This is an optimization exercise on Yosys and OpenROAD, whose aim is small area, not a production implementation. At most, simulation tests tie the RTL to the original design; equivalence was not proved. Power is estimated from default activity; no workload was simulated.

main:
==> module dwconv_bias_buffer_pp, before the edit <==
module dwconv_bias_buffer_pp #(
  parameter int CH = 32,
  parameter int DW = 16
) (
  input  logic                    clk,
  input  logic                    rst_n,
  input  logic                    load_en,
  input  logic                    in_valid,
  input  logic [DW-1:0]           in_data,
  output logic                    in_ready,
  input  logic                    reload,
  output logic                    load_done,
  input  logic                    r_en,
  output logic [CH*DW-1:0]        bias_out,
  output logic                    bias_valid,
  input  logic                    swap,
  output logic                    active_bank
);
  localparam int CW = $clog2(CH);
  localparam logic [1:0] S_IDLE = 2'd0;
  localparam logic [1:0] S_LOAD = 2'd1;
  localparam logic [1:0] S_FULL = 2'd2;
  localparam logic [CW-1:0] LAST_IDX = CW'(CH - 1);
  logic [1:0]       r_state;
  logic [CW-1:0]    r_idx;
  logic             r_active_bank;
  logic             r_bias_valid;
  logic             r_azero;
  logic             r_ozero;
  logic [CH*DW-1:0] r_wbank;    
  logic [CH*DW-1:0] r_abank;    
  logic [CH*DW-1:0] r_nbias;    
  logic             w_accept;
  logic             w_swap_go;
  assign w_accept  = (r_state == S_LOAD) && in_valid && !reload;
  assign w_swap_go = swap && (r_state == S_FULL) && !reload;
  always_ff @(posedge clk or posedge rst_n) begin
    if (rst_n) begin
      r_active_bank <= 1'b0;
      r_azero       <= 1'b1;
    end else if (w_swap_go) begin
      r_active_bank <= ~r_active_bank;
      r_azero       <= 1'b0;
    end
  end
  always_ff @(posedge clk or posedge rst_n) begin
    if (rst_n) begin
      r_state <= S_IDLE;
      r_idx   <= '0;
    end else if (reload) begin
      r_state <= S_IDLE;
      r_idx   <= '0;
    end else begin
      case (r_state)
        S_IDLE: begin
          r_idx <= '0;
          if (load_en) r_state <= S_LOAD;
        end
        S_LOAD: begin
          if (w_accept) begin
            if (r_idx == LAST_IDX) begin
              r_idx   <= '0;
              r_state <= S_FULL;
            end else begin
              r_idx <= r_idx + CW'(1);
            end
          end
        end
        S_FULL: begin
          if (w_swap_go) r_state <= S_IDLE;
        end
        default: r_state <= S_IDLE;
      endcase
    end
  end
  always_ff @(posedge clk) begin
    if (w_accept) r_wbank <= {~in_data, r_wbank[CH*DW-1:DW]};
  end
  always_ff @(posedge clk) begin
    if (w_swap_go) r_abank <= r_wbank;
  end
  always_ff @(posedge clk) begin
    if (r_en) r_nbias <= r_abank;
  end
  always_ff @(posedge clk or posedge rst_n) begin
    if (rst_n) begin
      r_ozero      <= 1'b1;
      r_bias_valid <= 1'b0;
    end else begin
      r_bias_valid <= r_en;
      if (r_en) r_ozero <= r_azero;
    end
  end
  assign in_ready    = (r_state == S_LOAD);
  assign load_done   = (r_state == S_FULL);
  assign bias_out    = ~(r_nbias | {CH*DW{r_ozero}});
  assign bias_valid  = r_bias_valid;
  assign active_bank = r_active_bank;
endmodule
Settings: LEC_CHECK=0, CAP_MARGIN=20, CORE_MARGIN=2, CORE_UTILIZATION=40, SLEW_MARGIN=20; clock period 4.0 ns.
run.sh (not shown) runs the stock make flow with config.mk's settings and CLKGATE_MAP_FILE= SYNTH_SCRIPT=/design/flow/synth_recipe.tcl, a recipe that flattens the netlist after the stock synthesis.
Changes in the feature branch relative to main:
==> flow/design.v <==
module dwconv_bias_buffer_pp #(
  parameter int CH = 32,
  parameter int DW = 16
) (
  input  logic                    clk,
  input  logic                    rst_n,
  input  logic                    load_en,
  input  logic                    in_valid,
  input  logic [DW-1:0]           in_data,
  output logic                    in_ready,
  input  logic                    reload,
  output logic                    load_done,
  input  logic                    r_en,
  output logic [CH*DW-1:0]        bias_out,
  output logic                    bias_valid,
  input  logic                    swap,
  output logic                    active_bank
);
  localparam int CW = $clog2(CH);
  localparam int NB = 2;
  localparam logic [1:0] S_IDLE = 2'd0;
  localparam logic [1:0] S_LOAD = 2'd1;
  localparam logic [1:0] S_FULL = 2'd2;
  localparam logic [CW-1:0] LAST_IDX = CW'(CH - 1);
  logic [1:0]       r_state;
  logic [CW-1:0]    r_idx;
  logic [DW-1:0]    r_mem [NB][CH];
  logic [CH*DW-1:0] r_bias_out;
  logic             r_bias_valid;
  logic             w_accept;
  logic             w_swap_go;
  logic             w_wbank;
  logic             w_rbank;
  assign w_accept = (r_state == S_LOAD) && in_valid && !reload;
  logic r_active_bank;
  assign w_swap_go = swap && (r_state == S_FULL) && !reload;
  assign w_wbank   = ~r_active_bank;
  assign w_rbank   = r_active_bank;
  always_ff @(posedge clk or posedge rst_n) begin
    if (rst_n) begin
      r_active_bank <= 1'b0;
    end else if (w_swap_go) begin
      r_active_bank <= ~r_active_bank;
    end
  end
  always_ff @(posedge clk or posedge rst_n) begin
    if (rst_n) begin
      r_state <= S_IDLE;
      r_idx   <= '0;
    end else if (reload) begin
      r_state <= S_IDLE;
      r_idx   <= '0;
    end else begin
      case (r_state)
        S_IDLE: begin
          r_idx <= '0;
          if (load_en) r_state <= S_LOAD;
        end
        S_LOAD: begin
          if (w_accept) begin
            if (r_idx == LAST_IDX) begin
              r_idx   <= '0;
              r_state <= S_FULL;
            end else begin
              r_idx <= r_idx + CW'(1);
            end
          end
        end
        S_FULL: begin
          if (w_swap_go) r_state <= S_IDLE;
        end
        default: r_state <= S_IDLE;
      endcase
    end
  end
  always_ff @(posedge clk or posedge rst_n) begin
    if (rst_n) begin
      for (int b = 0; b < NB; b++) begin
        for (int i = 0; i < CH; i++) begin
          r_mem[b][i] <= '0;
        end
      end
    end else if (w_accept) begin
      r_mem[w_wbank][r_idx] <= in_data;
    end
  end
  always_ff @(posedge clk or posedge rst_n) begin
    if (rst_n) begin
      r_bias_out   <= '0;
      r_bias_valid <= 1'b0;
    end else begin
      r_bias_valid <= r_en;
      if (r_en) begin
        for (int i = 0; i < CH; i++) begin
          r_bias_out[DW*i +: DW] <= r_mem[w_rbank][i];
        end
      end
    end
  end
  assign in_ready    = (r_state == S_LOAD);
  assign load_done   = (r_state == S_FULL);
  assign bias_out    = r_bias_out;
  assign bias_valid  = r_bias_valid;
  assign active_bank = w_rbank;
endmodule
==> results.txt <==
Comparing main and the feature branch, the lower worst-case setup margin in the final layout is on main. Comparing main and the feature branch, worst slack after detailed placement is lower on the feature branch. Switching component of the power on the feature branch is up relative to main. For total clock buffers created by CTS, dividing the value from main by the value from the feature branch gives 0.897. The feature branch vs main: routed wire length up by more than half.
For the feature branch, only the layout was checked, not whether the RTL still works.

[static timing again, ports no longer ideal]
How much do the figures lean on ideal ports? The routed layouts below were timed once more, with nothing changed but the port constraints. Step 1 (the two cells are an assumption about what drives the block):
set clk [get_ports {clk}]
set_driving_cell -lib_cell sky130_fd_sc_hd__clkbuf_16 $clk
set_driving_cell -lib_cell sky130_fd_sc_hd__buf_2 [delete_from_list [all_inputs] $clk]
Step 2 times the ports against the registers' clock, not the clock port: input delays grow and output delays shrink by t, the midpoint of the rising clock arrivals with the driver on. a / b / c = no drivers / after step 1 / after step 2; a / b = the first two.
run | shift t [ns] | setup WS [ns] | worst data-port slew with drivers (ns)
main | 0.796 | 0.377 / 0.309 / 0.841 | 0.06
the feature branch | 0.859 | 0.668 / 0.590 / 0.415 | 0.14
After both steps every run listed still meets setup and hold. The setup slack of the feature branch, which loses most, moves by -0.078 ns with the drivers and by -0.253 ns with both steps.
